This is an optimization exercise on Yosys and OpenROAD, whose aim is small area and few clock cycles, not a production implementation. RTL that was checked went through simulation tests only; none was proved equivalent to the original.

## run E
==> flow/design.v <==
`timescale 1ns/1ps
module conv_top (
  input  logic        clk,
  input  logic        reset,
  input  logic        ready,
  output logic        busy,
  output logic [9:0]  iaddr,
  output logic        ioe,
  input  logic [7:0]  idata,
  output logic        l0_wen,
  output logic [9:0]  l0_addr,
  output logic [11:0] l0_data,
  output logic        l1_wen,
  output logic [7:0]  l1_addr,
  output logic [11:0] l1_data
);
  localparam int img_dim   = 32;
  localparam int pos_w     = $clog2(img_dim);
  localparam int pixel_w   = 8;
  localparam int sum_w     = 12;    
  localparam int feat_w    = 12;    
  localparam int relu_w    = 11;    
  localparam int band_h    = 4;
  localparam int col_len   = band_h + 2;
  localparam int n_bands   = img_dim / band_h;
  localparam int band_w    = $clog2(n_bands);
  localparam int q_w       = $clog2(col_len);
  localparam int k_w       = $clog2(band_h);
  localparam int buf_len   = 2 * col_len + 3;
  logic [band_w-1:0] b;
  logic [pos_w-1:0]  c;
  logic [q_w-1:0]    q;
  logic              prime;      
  logic [pixel_w-1:0] sr [buf_len];
  logic q_last, c_last, done;
  assign q_last = (q == q_w'(col_len - 1));
  assign c_last = &c;
  assign done   = !prime && (b == band_w'(n_bands - 1)) && c_last && q_last;
  always_ff @(posedge clk or posedge reset) begin
    if (reset)
      busy <= 1'b0;
    else if (!busy)
      busy <= ready;
    else if (done)
      busy <= 1'b0;
  end
  always_ff @(posedge clk) begin
    if (!busy) begin
      b     <= band_w'(n_bands - 1);
      c     <= pos_w'(img_dim - 2);
      q     <= q_w'(band_h - 2);
      prime <= 1'b1;
    end else begin
      q <= q_last ? '0 : q + 1'b1;
      if (q_last) begin
        c <= c + 1'b1;
        if (c_last) begin
          b     <= b + 1'b1;
          prime <= 1'b0;
        end
      end
    end
  end
  logic [q_w-1:0]    rd_slot;    
  logic              rd_next;    
  logic [pos_w:0]    rd_col;
  logic [band_w-1:0] rd_band;
  logic [pos_w-1:0]  rd_row;
  always_comb begin
    if (q >= q_w'(band_h - 2)) begin
      rd_slot = q - q_w'(band_h - 2);
      rd_next = 1'b1;
    end else begin
      rd_slot = q + 3'd4;
      rd_next = 1'b0;
    end
  end
  assign rd_col  = {1'b0, c} + (rd_next ? 6'd2 : 6'd1);
  assign rd_band = b + band_w'(rd_col[pos_w]);
  assign rd_row  = {rd_band, {k_w{1'b0}}} + rd_slot - 1'b1;   
  assign ioe   = busy;
  assign iaddr = {rd_row[pos_w-1:0], rd_col[pos_w-1:0]};
  always_ff @(posedge clk) begin
    sr[0] <= idata;
    for (int i = 1; i < buf_len; i++)
      sr[i] <= sr[i-1];
  end
  logic [pixel_w-1:0] p_ul, p_ur, p_cc, p_cr, p_dl, p_dc, p_dr;
  assign p_dr = sr[0];
  assign p_cr = sr[1];
  assign p_ur = sr[2];
  assign p_dc = sr[col_len];
  assign p_cc = sr[col_len + 1];
  assign p_dl = sr[2 * col_len];
  assign p_ul = sr[2 * col_len + 2];
  logic pad_l, pad_r, pad_u, pad_d;
  assign pad_l = (c == '0);
  assign pad_r = c_last;
  assign pad_u = (b == '0) && (q == '0);
  assign pad_d = (b == band_w'(n_bands - 1)) && (q == q_w'(band_h - 1));
  logic [pixel_w-1:0] m_ul, m_dl, m_ur, m_cr, m_dr, m_dc;
  assign m_ul = (pad_l || pad_u) ? '0 : p_ul;
  assign m_dl = (pad_l || pad_d) ? '0 : p_dl;
  assign m_ur = (pad_r || pad_u) ? '0 : p_ur;
  assign m_cr = pad_r ? '0 : p_cr;
  assign m_dr = (pad_r || pad_d) ? '0 : p_dr;
  assign m_dc = pad_d ? '0 : p_dc;
  logic [relu_w-1:0] pos, neg;
  logic [relu_w:0]   diff;
  assign pos  = m_dl + p_cc + m_ur + {m_dc, 1'b0} + {m_cr, 1'b0};
  assign neg  = {m_ul, 1'b0} + {m_dr, 1'b0} + m_dr;
  assign diff = {1'b0, pos} - {1'b0, neg};
  logic [relu_w-1:0] feat;
  assign feat = diff[relu_w] ? '0 : diff[relu_w-1:0];
  logic valid;
  assign valid = busy && !prime && (q < q_w'(band_h));
  assign l0_wen  = valid;
  assign l0_addr = {b, q[k_w-1:0], c};
  assign l0_data = {1'b0, feat};
  logic [relu_w-1:0] acc [2];
  logic              sel, first, take;
  logic [relu_w-1:0] acc_cur;
  assign sel     = q[1] | (q[2] & q[0]);
  assign acc_cur = acc[sel];
  assign first   = !c[0] && !q[0];
  assign take    = first || (feat > acc_cur);
  always_ff @(posedge clk) begin
    if (valid && take)
      acc[sel] <= feat;
  end
  assign l1_wen  = busy && !prime && c[0] && q[2];
  assign l1_addr = {b, sel, c[pos_w-1:1]};
  assign l1_data = {1'b0, acc_cur};
endmodule
==> flow/config.mk <==
export PLATFORM = sky130hd
export DESIGN_NAME = conv_top
export DESIGN_NICKNAME = conv_top
export VERILOG_FILES = /design/flow/design.v
export SDC_FILE = /design/flow/constraint.sdc
export NUM_CORES = 4
export LEC_CHECK = 0
export CAP_MARGIN = 20
export CORE_MARGIN = 2
export CORE_UTILIZATION = 40
export CTS_BUF_LIST = sky130_fd_sc_hd__clkbuf_8
export SLEW_MARGIN = 20
==> flow/constraint.sdc <==
create_clock -name core_clock -period 10.0 [get_ports {clk}]
set_input_delay 2.0000 -clock core_clock [delete_from_list [all_inputs] [get_ports {clk}]]
set_output_delay 2.0000 -clock core_clock [all_outputs]
set_load 0.01 [all_outputs]
standard.sh (not shown) runs the stock make flow with config.mk's settings and CLKGATE_MAP_FILE= SYNTH_SCRIPT=/design/flow/synth_recipe.tcl, a recipe that flattens the netlist after the stock synthesis.
==> flow/flow/run.sh <==
#!/bin/bash
# Standard synthesis, then its combinational logic re-mapped for area with
# the registers untouched, then the standard layout with the smallest
# buffer cell on the ports.
set -euo pipefail
R=orfs/results/sky130hd/conv_top/base
LIB=$FLOW_HOME/platforms/sky130hd/lib/sky130_fd_sc_hd__tt_025C_1v80.lib
bash standard.sh synth > 1_standard_synth.log 2>&1
mkdir -p reopt
cp $R/1_2_yosys.v reopt/std_netlist.v
python3 flow/split_lib.py $LIB reopt > 2_split_lib.log 2>&1
yosys -s flow/reopt.ys > 3_reopt_yosys.log 2>&1
cp reopt/netlist.v $R/1_2_yosys.v
rm -f $R/1_synth.odb
bash standard.sh "BUFFER_PORTS_ARGS=-buffer_cell sky130_fd_sc_hd__buf_1" finish > 4_standard_layout.log 2>&1
Other scripts of this flow, unchanged in this note and not shown: flow/flow/abc_area.scr, flow/flow/reopt.ys, flow/flow/split_lib.py
Testbench counts of run E, summed over its fixed seeds: cycles 49,504.
> inputs changed (run E -> run B)
--- a/flow/design.v
+++ b/flow/design.v
@@ -34,9 +34,10 @@
   logic [pixel_w-1:0] sr [buf_len];
   logic q_last, c_last, done;
   assign q_last = (q == q_w'(col_len - 1));
   assign c_last = &c;
-  assign done   = !prime && (b == band_w'(n_bands - 1)) && c_last && q_last;
+  assign done   = !prime && (b == band_w'(n_bands - 1)) && c_last &&
+                  (q == q_w'(band_h));   
   always_ff @(posedge clk or posedge reset) begin
     if (reset)
       busy <= 1'b0;
     else if (!busy)
@@ -116,19 +117,23 @@
   assign valid = busy && !prime && (q < q_w'(band_h));
   assign l0_wen  = valid;
   assign l0_addr = {b, q[k_w-1:0], c};
   assign l0_data = {1'b0, feat};
-  logic [relu_w-1:0] acc [2];
-  logic              sel, first, take;
-  logic [relu_w-1:0] acc_cur;
-  assign sel     = q[1] | (q[2] & q[0]);
+  localparam int n_acc = band_h / 2;
+  logic [relu_w-1:0] acc [n_acc];
+  logic [relu_w-1:0] acc_cur, pool;
+  logic              first;
+  logic [k_w-1:0]    sel;
+  assign sel     = q[k_w-1:0] >> 1;
   assign acc_cur = acc[sel];
   assign first   = !c[0] && !q[0];
-  assign take    = first || (feat > acc_cur);
+  assign pool    = (first || feat > acc_cur) ? feat : acc_cur;
   always_ff @(posedge clk) begin
-    if (valid && take)
-      acc[sel] <= feat;
+    if (valid)
+      acc[sel] <= pool;
   end
-  assign l1_wen  = busy && !prime && c[0] && q[2];
-  assign l1_addr = {b, sel, c[pos_w-1:1]};
-  assign l1_data = {1'b0, acc_cur};
+  logic l1_blk;
+  assign l1_blk  = q[2];
+  assign l1_wen  = busy && !prime && c[0] && !q[0] && (q != '0);
+  assign l1_addr = {b, l1_blk, c[pos_w-1:1]};
+  assign l1_data = {1'b0, acc[l1_blk]};
 endmodule
[summary]
Run B against run E; detailed-routed wire length on met2 is up by more than 10%. Compared with run E, run B shows a higher first-pass GRT wire length. Diff run E -> run B: final cell area excluding filler cells higher; horizontal die dimension increased by about 0.9% relative to the old numbers. Register fraction of the total cell area is higher on run E. Run B: setup slack of the worst register-to-register path 100 ps below run E. Looking at transition time at the pin with the least slew margin across run B and run E, the one that comes out lower is run E. Run B vs. run E: final routed wire length divided by cell count went up by about 4%. Relative to run E, the post-layout minimum cycle time of run B is lower by 240 ps. [run B vs run E] count of buffering cells on the critical path with inverters included: lower in run B.
Function not checked in run B: the RTL went through the layout flow alone.

[afterwards: timing with drivers on the ports]
In the flow no input, the clock included, has a driving cell. The finished layouts below were timed again as built, in two steps.
Step 1 (the two cells are an assumption about what drives the block):
set clk [get_ports {clk}]
set_driving_cell -lib_cell sky130_fd_sc_hd__clkbuf_16 $clk
set_driving_cell -lib_cell sky130_fd_sc_hd__buf_2 [delete_from_list [all_inputs] $clk]
Step 2 moves the port delays by t, midway between the first and last clock arrival at a register: inputs arrive t later, outputs are due t later. That takes back most of the time a late clock gives input paths.
Slacks: ideal / step 1 / step 2; pairs: ideal / step 1.
run | t, ns | setup WS [ns] | worst register clock-pin slew, ns
run E | 0.479 | 0.966 / 0.931 / 1.411 | 0.08 / 0.08
run B | 0.480 | 1.206 / 1.168 / 1.450 | 0.08 / 0.08
After both steps setup and hold are still met in every run listed.
